This design comes from an exercise in tuning for small area, a short achievable clock period and few clock cycles per item on the open sky130 flow, not from production work. In this exercise RTL edits were held to simulation tests only and were not proved equivalent to the original. Power is estimated from default activity; no workload was simulated.

===== design.v =====
package csd_pkg;
	localparam int MAX_DECKS   = 8;
	localparam int DECK_CARDS  = 52;
	localparam int SUIT_COUNT  = 4;
	localparam int RANK_COUNT  = 13;
	localparam int STORE_DEPTH = MAX_DECKS * DECK_CARDS;
	localparam int ADDR_W      = 9;
	localparam int RND_W       = 31;
	localparam int CFG_W       = 9;
	localparam logic [1:0] OP_DEAL    = 2'd0;
	localparam logic [1:0] OP_LOAD    = 2'd1;
	localparam logic [1:0] OP_ARM     = 2'd2;
	localparam logic [1:0] OP_STEP    = 2'd3;
	localparam logic REG_DECK_COUNT   = 1'b0;
	localparam logic REG_CUT_POSITION = 1'b1;
	typedef struct packed {
		logic [1:0]       op;
		logic [RND_W-1:0] random_value;
	} req_t;
	typedef struct packed {
		logic              card_valid;
		logic [3:0]        card_rank;
		logic [1:0]        card_suit;
		logic [ADDR_W-1:0] cards_left;
		logic              reshuffle_needed;
		logic              shuffle_busy;
	} rsp_t;
	typedef struct packed {
		logic [1:0] suit;
		logic [3:0] rank;
	} card_t;
	typedef struct packed {
		logic              we;
		logic [ADDR_W-1:0] addr;
		card_t             data;
	} ram_wr_t;
	typedef struct packed {
		logic              re;
		logic [ADDR_W-1:0] addr;
	} ram_rd_t;
endpackage
import csd_pkg::*;
module csd_mod_unit (
	input  logic              clk,
	input  logic              arst_n,
	input  logic              start,
	input  logic [csd_pkg::RND_W-1:0]  dividend,
	input  logic [csd_pkg::ADDR_W-1:0] divisor,
	output logic              done,
	output logic [csd_pkg::ADDR_W-1:0] remainder
);
	logic [RND_W:0]    dividend_q;
	logic [ADDR_W-1:0] div_q;
	logic [ADDR_W-1:0] rem_q;
	logic [2:0]        cnt_q;
	logic              run_q;
	logic              done_q;
	logic [ADDR_W-1:0] rem_next;
	always_comb begin
		logic [ADDR_W:0] t;
		logic [ADDR_W-1:0] r;
		r = rem_q;
		for (int k = 0; k < 4; k++) begin
			t = {r, dividend_q[RND_W-k]};
			if (t >= {1'b0, div_q}) begin
				t = t - {1'b0, div_q};
			end
			r = t[ADDR_W-1:0];
		end
		rem_next = r;
	end
	always_ff @(posedge clk or negedge arst_n) begin
		if (!arst_n) begin
			dividend_q <= '0;
			div_q      <= '0;
			rem_q      <= '0;
			cnt_q      <= '0;
			run_q      <= 1'b0;
			done_q     <= 1'b0;
		end else begin
			done_q <= 1'b0;
			if (start) begin
				dividend_q <= {1'b0, dividend};
				div_q      <= divisor;
				rem_q      <= '0;
				cnt_q      <= '0;
				run_q      <= 1'b1;
			end else if (run_q) begin
				rem_q      <= rem_next;
				dividend_q <= dividend_q << 4;
				cnt_q      <= cnt_q + 3'd1;
				if (cnt_q == 3'd7) begin
					run_q  <= 1'b0;
					done_q <= 1'b1;
				end
			end
		end
	end
	assign done      = done_q;
	assign remainder = rem_q;
endmodule
import csd_pkg::*;
module csd_card_ram (
	input  logic    clk,
	input  csd_pkg::ram_wr_t wr,
	input  csd_pkg::ram_rd_t rd,
	output csd_pkg::card_t   rdata
);
	logic [5:0] mem [0:STORE_DEPTH-1];
	always_ff @(posedge clk) begin
		if (wr.we) begin
			mem[wr.addr] <= wr.data;
		end
	end
	always_ff @(posedge clk) begin
		if (rd.re) begin
			rdata <= mem[rd.addr];
		end
	end
endmodule
import csd_pkg::*;
module card_shoe_shuffle_deal (
	input  logic             clk,
	input  logic             arst_n,
	input  logic             start,
	output logic             busy,
	input  csd_pkg::req_t    req,
	output logic             done,
	output csd_pkg::rsp_t    rsp,
	input  logic             cfg_we,
	input  logic             cfg_index,
	input  logic [csd_pkg::CFG_W-1:0] cfg_data
);
	localparam logic [2:0] S_IDLE = 3'd0;
	localparam logic [2:0] S_FILL = 3'd1;
	localparam logic [2:0] S_MOD  = 3'd2;
	localparam logic [2:0] S_RJ   = 3'd3;
	localparam logic [2:0] S_WI   = 3'd4;
	localparam logic [2:0] S_WJ   = 3'd5;
	localparam logic [2:0] S_DONE = 3'd6;
	logic [2:0]        state_q;
	logic [3:0]        deck_count_q;
	logic [ADDR_W-1:0] cut_position_q;
	logic [ADDR_W-1:0] shoe_size_q;
	logic [ADDR_W-1:0] deal_position_q;
	logic [ADDR_W-1:0] shuffle_index_q;
	logic              shuffle_active_q;
	logic [ADDR_W-1:0] fill_addr_q;
	logic [3:0]        fill_rank_q;
	logic [1:0]        fill_suit_q;
	logic              card_valid_q;
	logic [ADDR_W-1:0] swap_j_q;
	csd_pkg::card_t    card_i_q;
	csd_pkg::ram_wr_t  ram_wr;
	csd_pkg::ram_rd_t  ram_rd;
	csd_pkg::card_t    ram_rdata;
	logic              mod_start;
	logic              mod_done;
	logic [ADDR_W-1:0] mod_rem;
	logic              accept;
	logic              stop_reached;
	logic              deal_ok;
	logic              step_ok;
	logic [3:0]        decks_sat;
	logic [ADDR_W-1:0] shoe_of_decks;
	csd_card_ram u_ram (
		.clk   (clk),
		.wr    (ram_wr),
		.rd    (ram_rd),
		.rdata (ram_rdata)
	);
	csd_mod_unit u_mod (
		.clk       (clk),
		.arst_n    (arst_n),
		.start     (mod_start),
		.dividend  (req.random_value),
		.divisor   (ADDR_W'(shuffle_index_q + 9'd1)),
		.done      (mod_done),
		.remainder (mod_rem)
	);
	assign accept       = start && !busy;
	assign stop_reached = (deal_position_q >= cut_position_q) ||
		(deal_position_q >= shoe_size_q);
	assign deal_ok      = !shuffle_active_q && !stop_reached &&
		(deal_position_q < ADDR_W'(STORE_DEPTH));
	assign step_ok      = shuffle_active_q && (shuffle_index_q != '0) &&
		(shuffle_index_q < ADDR_W'(STORE_DEPTH));
	assign decks_sat    = (deck_count_q > 4'(MAX_DECKS)) ? 4'(MAX_DECKS) : deck_count_q;
	assign shoe_of_decks = ADDR_W'(decks_sat) * ADDR_W'(DECK_CARDS);
	assign mod_start    = accept && (req.op == OP_STEP) && step_ok;
	always_comb begin
		ram_wr = '0;
		ram_rd = '0;
		unique case (state_q)
			S_IDLE: begin
				if (accept && (req.op == OP_DEAL) && deal_ok) begin
					ram_rd.re   = 1'b1;
					ram_rd.addr = deal_position_q;
				end else if (mod_start) begin
					ram_rd.re   = 1'b1;
					ram_rd.addr = shuffle_index_q;
				end
			end
			S_FILL: begin
				ram_wr.we        = (fill_addr_q != shoe_size_q);
				ram_wr.addr      = fill_addr_q;
				ram_wr.data.suit = fill_suit_q;
				ram_wr.data.rank = fill_rank_q;
			end
			S_RJ: begin
				ram_rd.re   = 1'b1;
				ram_rd.addr = swap_j_q;
			end
			S_WI: begin
				ram_wr.we   = 1'b1;
				ram_wr.addr = shuffle_index_q;
				ram_wr.data = ram_rdata;
			end
			S_WJ: begin
				ram_wr.we   = 1'b1;
				ram_wr.addr = swap_j_q;
				ram_wr.data = card_i_q;
			end
			S_MOD, S_DONE: begin
			end
			default: begin
			end
		endcase
	end
	always_ff @(posedge clk or negedge arst_n) begin
		if (!arst_n) begin
			deck_count_q   <= 4'd6;
			cut_position_q <= 9'd234;
		end else if (cfg_we) begin
			unique case (cfg_index)
				REG_DECK_COUNT:   deck_count_q   <= cfg_data[3:0];
				REG_CUT_POSITION: cut_position_q <= cfg_data;
				default: begin
				end
			endcase
		end
	end
	always_ff @(posedge clk or negedge arst_n) begin
		if (!arst_n) begin
			state_q          <= S_IDLE;
			shoe_size_q      <= '0;
			deal_position_q  <= '0;
			shuffle_index_q  <= '0;
			shuffle_active_q <= 1'b0;
			fill_addr_q      <= '0;
			fill_rank_q      <= 4'd1;
			fill_suit_q      <= '0;
			card_valid_q     <= 1'b0;
			swap_j_q         <= '0;
			card_i_q         <= '0;
		end else begin
			unique case (state_q)
				S_IDLE: begin
					if (accept) begin
						card_valid_q <= 1'b0;
						state_q      <= S_DONE;
						case (req.op)
							OP_DEAL: begin
								if (deal_ok) begin
									card_valid_q    <= 1'b1;
									deal_position_q <= deal_position_q + 9'd1;
								end
							end
							OP_LOAD: begin
								shoe_size_q     <= shoe_of_decks;
								deal_position_q <= '0;
								fill_addr_q     <= '0;
								fill_rank_q     <= 4'd1;
								fill_suit_q     <= '0;
								state_q         <= S_FILL;
							end
							OP_ARM: begin
								if (shoe_size_q > 9'd1) begin
									shuffle_index_q  <= shoe_size_q - 9'd1;
									shuffle_active_q <= 1'b1;
								end else begin
									shuffle_index_q  <= '0;
									shuffle_active_q <= 1'b0;
									deal_position_q  <= '0;
								end
							end
							default: begin
								if (step_ok) begin
									state_q <= S_MOD;
								end else begin
									shuffle_active_q <= 1'b0;
								end
							end
						endcase
					end
				end
				S_FILL: begin
					if (fill_addr_q == shoe_size_q) begin
						if (shoe_size_q > 9'd1) begin
							shuffle_index_q  <= shoe_size_q - 9'd1;
							shuffle_active_q <= 1'b1;
						end else begin
							shuffle_index_q  <= '0;
							shuffle_active_q <= 1'b0;
						end
						state_q <= S_DONE;
					end else begin
						fill_addr_q <= fill_addr_q + 9'd1;
						if (fill_rank_q == 4'(RANK_COUNT)) begin
							fill_rank_q <= 4'd1;
							fill_suit_q <= fill_suit_q + 2'd1;
						end else begin
							fill_rank_q <= fill_rank_q + 4'd1;
						end
					end
				end
				S_MOD: begin
					card_i_q <= ram_rdata;
					if (mod_done) begin
						swap_j_q <= mod_rem;
						state_q  <= S_RJ;
					end
				end
				S_RJ: begin
					state_q <= S_WI;
				end
				S_WI: begin
					state_q <= S_WJ;
				end
				S_WJ: begin
					shuffle_index_q <= shuffle_index_q - 9'd1;
					if (shuffle_index_q == 9'd1) begin
						shuffle_active_q <= 1'b0;
						deal_position_q  <= '0;
					end
					state_q <= S_DONE;
				end
				S_DONE: begin
					state_q <= S_IDLE;
				end
				default: begin
					state_q <= S_IDLE;
				end
			endcase
		end
	end
	assign busy = (state_q != S_IDLE);
	assign done = (state_q == S_DONE);
	always_comb begin
		rsp.card_valid       = card_valid_q;
		rsp.card_rank        = card_valid_q ? ram_rdata.rank : 4'd0;
		rsp.card_suit        = card_valid_q ? ram_rdata.suit : 2'd0;
		rsp.cards_left       = shoe_size_q - deal_position_q;
		rsp.reshuffle_needed = stop_reached;
		rsp.shuffle_busy     = shuffle_active_q;
	end
endmodule
module card_shoe (
	input  logic       clk,
	input  logic       arst_n,
	input  logic       start,
	output logic       busy,
	input  logic [1:0] req_op,
	input  logic [30:0] req_random,
	output logic       done,
	output logic       rsp_card_valid,
	output logic [3:0] rsp_card_rank,
	output logic [1:0] rsp_card_suit,
	output logic [8:0] rsp_cards_left,
	output logic       rsp_reshuffle_needed,
	output logic       rsp_shuffle_busy,
	input  logic       cfg_we,
	input  logic       cfg_index,
	input  logic [8:0] cfg_data
);
	csd_pkg::req_t req;
	csd_pkg::rsp_t rsp;
	assign req.op           = req_op;
	assign req.random_value = req_random;
	card_shoe_shuffle_deal u_core (
		.clk       (clk),
		.arst_n    (arst_n),
		.start     (start),
		.busy      (busy),
		.req       (req),
		.done      (done),
		.rsp       (rsp),
		.cfg_we    (cfg_we),
		.cfg_index (cfg_index),
		.cfg_data  (cfg_data)
	);
	assign rsp_card_valid       = rsp.card_valid;
	assign rsp_card_rank        = rsp.card_rank;
	assign rsp_card_suit        = rsp.card_suit;
	assign rsp_cards_left       = rsp.cards_left;
	assign rsp_reshuffle_needed = rsp.reshuffle_needed;
	assign rsp_shuffle_busy     = rsp.shuffle_busy;
endmodule

===== run.sh =====
#!/bin/bash
# synth_recipe.tcl (not shown) runs the flow's synth.tcl, then flattens the netlist and writes it again
# the make line also repeats each setting of config.mk as NAME=value (left out here)
make -C /OpenROAD-flow-scripts/flow DESIGN_CONFIG=/design/flow/config.mk WORK_HOME=/design/flow/orfs CLKGATE_MAP_FILE= SYNTH_SCRIPT=/design/flow/synth_recipe.tcl finish

===== config.mk =====
export PLATFORM = sky130hd
export DESIGN_NAME = card_shoe
export DESIGN_NICKNAME = card_shoe
export VERILOG_FILES = /design/flow/design.v
export SDC_FILE = /design/flow/constraint.sdc
export NUM_CORES = 4
export LEC_CHECK = 0
export CAP_MARGIN = 20
export CORE_MARGIN = 2
export CORE_UTILIZATION = 40
export SLEW_MARGIN = 20

===== constraint.sdc =====
create_clock -name core_clock -period 10.0 [get_ports {clk}]
set_input_delay 2.0000 -clock core_clock [delete_from_list [all_inputs] [get_ports {clk}]]
set_output_delay 2.0000 -clock core_clock [all_outputs]
set_load 0.01 [all_outputs]

==> summary.txt <==
outcome: complete, no violations
Seq. cell area: 78300 um2
relative slew slack: 20.9%
largest net degree at the start of global routing: 223
Critical Path AT: 9.96 ns
multi-input logic area: 28000 um2
Post-synth ARST share: 4.87%
htree depth: 5
vias in the first global route: 65.1k
Routed Antenna Nets: 0
DP Cell Count: 11.2k
Worst Slack Setup Final: 0.799 ns
slowest cell on the critical path: dfrtp_1
DR vias: 67.7k
Setup Skew: 0.0577 ns
Inserted Clock Buffers: 285
Seq/Total Area, Yosys: 72.1%
deepest clock path buffer count: 4
port bufs: 66
YS warnings: 3
clock sink count: 2630
switching share of power: 33.2%
actual slew at the worst max-slew pin: 1.18 ns
Final min period: 9.20 ns
WP data required: 10.76 ns
global-route usage over all layers: 21.8%
Slew Limit Fails: 0
num ports: 67
DRC Markers: 0
Layout area overhead: 12.0%
Hold WS: 0.480 ns
top_reg_cell synth: edfxtp_1
hold_buf cts: 0
Max stage delay on crit path: 0.43 ns
Synth Area per Inst: 13.8 um2
Clock power frac: 28.3%
Layout Utilization: 45.0%
hold crit path type: reg2reg
Synthesized Nets: 7996
FF+latch count, synth: 2630
clk latency of the worst-skew pair: 0.95 ns
internal power: 23.5 mW
first-pass GRT wire length: 449000 um
most frequent cells in the layout: edfxtp_1, nand2_1, nand3_1, nor2_1, clkbuf_16
Starting Density: 40.2%
pwr dens: 289 nW/um2
GPL Wtd Cong: 0.874
die height: 525 um
Root Buffer: clkbuf_16
Detail Placement HPWL: 177000 um
Core Box Area: 271000 um2
reg2reg end: u_core.u_mod.rem_q[6]
nets: 7999
Pleak: 40.4 nW
DP Area: 113000 um2
CP endpoint: u_core.u_mod.rem_q[6]
DRT Pass-1 Iters: 7
die width: 525 um
worst r2r src: u_core.u_mod.div_q[0]
Fmax: 109 MHz
initial antenna violation count: 7
Fillers: 23.8k
net load switching power: 11.7 mW
post-synth cell types: 87
R2R depth: 39
Design Area, Final: 122000 um2
Routed Wire Length: 309000 um
total global routing overflow: 0
CP startpoint kind: flip-flop
combinational power share: 32.2%
Via density: 5.81
Clock Pin Slew Worst Setup and Hold Paths: 0.06 ns
most common cell after layout, fill and taps aside: edfxtp_1
Worst Path Max Fanout: 10
Worst VDD drop: 0.747 mV
total of max-cap violations: 0
# setup viols final: 0
Post-synth EDFFs: 2502
Die ar.: 276000 um2
setup slack, reg-to-reg: 0.80 ns
post_cts resized: 0
post-synthesis cell area: 109000 um2
Setup Buffers After CTS: 0
row count: 191
Final Hold Vio Count: 0
DR WL/cell: 26.5 um
Syn Inst Count: 7864
most frequent CP cell: nor2b_1
Final Non-Filler Cells: 11.6k
fraction of layout cells with a size suffix above 1: 10.3%
CTS tree: built
fin crit share: 92.0%
Iter 0 DRT Violations: 8733
Reg power frac: 39.5%
worst slack, placed: 0.482 ns
critical path launch point: u_core.u_mod.div_q[0]
crit end category: flip-flop
CP Class: reg2reg
[layout make-up]
| class | instances | area share, % |
|---|---|---|
| Sequential cell | 2630 | 64.3 |
| Timing Repair Buffer | 222 | 1.79 |
| Inverter | 62 | 0.191 |
| Multi-Input combinational cell | 4666 | 23.0 |
| Tap cell | 3570 | 3.67 |
| Clock buffer | 358 | 6.25 |
| Clock inverter | 128 | 0.812 |
| Antenna cell | 8 | 0.0164 |
[worst min path at each step]
| stage | startpoint | to | slack [ns] | depth (start not counted) |
|---|---|---|---|---|
| floorplan | u_core.u_mod.div_q[6] | u_core.u_mod.div_q[6] | 0.45 | 2 |
| global placement | u_core.u_mod.div_q[6] | u_core.u_mod.div_q[6] | 0.48 | 2 |
| detailed placement | u_core.u_mod.div_q[8] | u_core.u_mod.div_q[8] | 0.47 | 2 |
| CTS | u_core.u_mod.div_q[8] | u_core.u_mod.div_q[8] | 0.49 | 2 |
| global route | u_core.card_i_q[1] | u_core.card_i_q[1] | 0.52 | 1 |
| finish | u_core.u_mod.div_q[8] | u_core.u_mod.div_q[8] | 0.48 | 2 |
[per-stage QoR]
stage	TNS [ns]	power [mW]
final	0	35.2
after global routing	-0.0120	36.8
after CTS	0	35.0
after detailed placement	0	25.1
after global placement	0	25.0
after floorplan	-2636.85	21.9
[logic make-up after synthesis]
family,after synthesis,synth area share [%]
AND/OR/NAND/NOR,3152,12.3
flip-flops,2630,72.1
AO/OA/AOI/OAI,1007,6.17
buffers and inverters,568,2.49
multiplexers,358,5.40
adder cells (fa/ha/maj),85,1.01
XOR/XNOR,64,0.516
[Yosys cell counts, types with 51 or more instances]
library cell / count / area share, %
mux2i_1: 129 / 1.2
nand2_1: 1683 / 5.8
inv_1: 62 / 0.21
edfxtp_1: 2502 / 69
ha_1: 80 / 0.92
o21ai_0: 125 / 0.58
nand3_1: 647 / 3.0
a31oi_1: 137 / 0.79
buf_2: 157 / 0.72
mux2_2: 51 / 0.53
a32oi_1: 88 / 0.71
mux4_2: 178 / 3.7
a21oi_1: 261 / 1.2
and3_1: 97 / 0.56
dfrtp_1: 120 / 2.8
clkbuf_1: 231 / 0.80
buf_4: 54 / 0.37
nor2_1: 530 / 1.8
a22oi_1: 124 / 0.86
[flip-flops by register name (all words and copies together) (netlist names), 2 cells and up]
signal,flops
u_core.u_ram.mem,2496
u_core.u_mod.dividend_q,32
u_core.cut_position_q,9
u_core.deal_position_q,9
u_core.fill_addr_q,9
u_core.shuffle_index_q,9
u_core.swap_j_q,9
u_core.u_mod.div_q,9
u_core.u_mod.rem_q,9
u_core.shoe_size_q,7
u_core.card_i_q,6
u_core.u_ram.rdata,6
u_core.deck_count_q,4
u_core.fill_rank_q,4
u_core.state_q,3
u_core.u_mod.cnt_q,3
u_core.fill_suit_q,2
[critical path, delay by kind of cell, from the launching register on]
kind | cells | cell delay (ns)
flops | 1 | 0.43
simple gates | 11 | 1.86
compound gates | 17 | 3.55
buf+inv | 2 | 0.41
mux | 4 | 1.14
fa+ha+maj | 5 | 1.61
[power by group through the flow]
stage	Sequential (mW)	Combinational, mW	Clock, mW
2_1_floorplan	14.4	7.57	0
3_3_place_gp	14.1	10.9	0
4_1_cts	13.9	11.1	10.1
5_1_grt	13.9	12.4	10.5
6_report	13.9	11.3	9.96
3_5_place_dp	14.1	11.0	0
[routing by layer]
metal | track usage (%) | wire length [um]
met1 | 30.6 | 127000
met2 | 34.0 | 143000
met3 | 4.07 | 28100
met4 | 7.72 | 10800
met5 | 0 | 0
Testbench counts, summed over its fixed seeds: cycles 96,150, requests 10,252.

## static timing again, ports no longer ideal
The flow's constraints put no driver on any port. The routed layout listed below was extracted and timed again, unchanged, in two steps. Step 1 (the two cells are an assumption about what drives the block):
set clk [get_ports {clk}]
set_driving_cell -lib_cell sky130_fd_sc_hd__clkbuf_16 $clk
set_driving_cell -lib_cell sky130_fd_sc_hd__buf_2 [delete_from_list [all_inputs] $clk]
Step 2 times the ports against the registers' clock, not the clock port: input delays grow and output delays shrink by t, the midpoint of the rising clock arrivals with the driver on. Slacks: no drivers / after step 1 / after step 2; pairs: no drivers / after step 1.
t (ns): 1.014
setup WS [ns]: 0.799 / 0.799 / 0.799
hold slack, ns: 0.480 / 0.480 / 0.480
worst slew at a driven data input, ns: 0.08
After both steps this run still meets setup and hold. For this run, drivers alone change the setup slack by 0.000 ns; drivers and shift together by 0.000 ns.
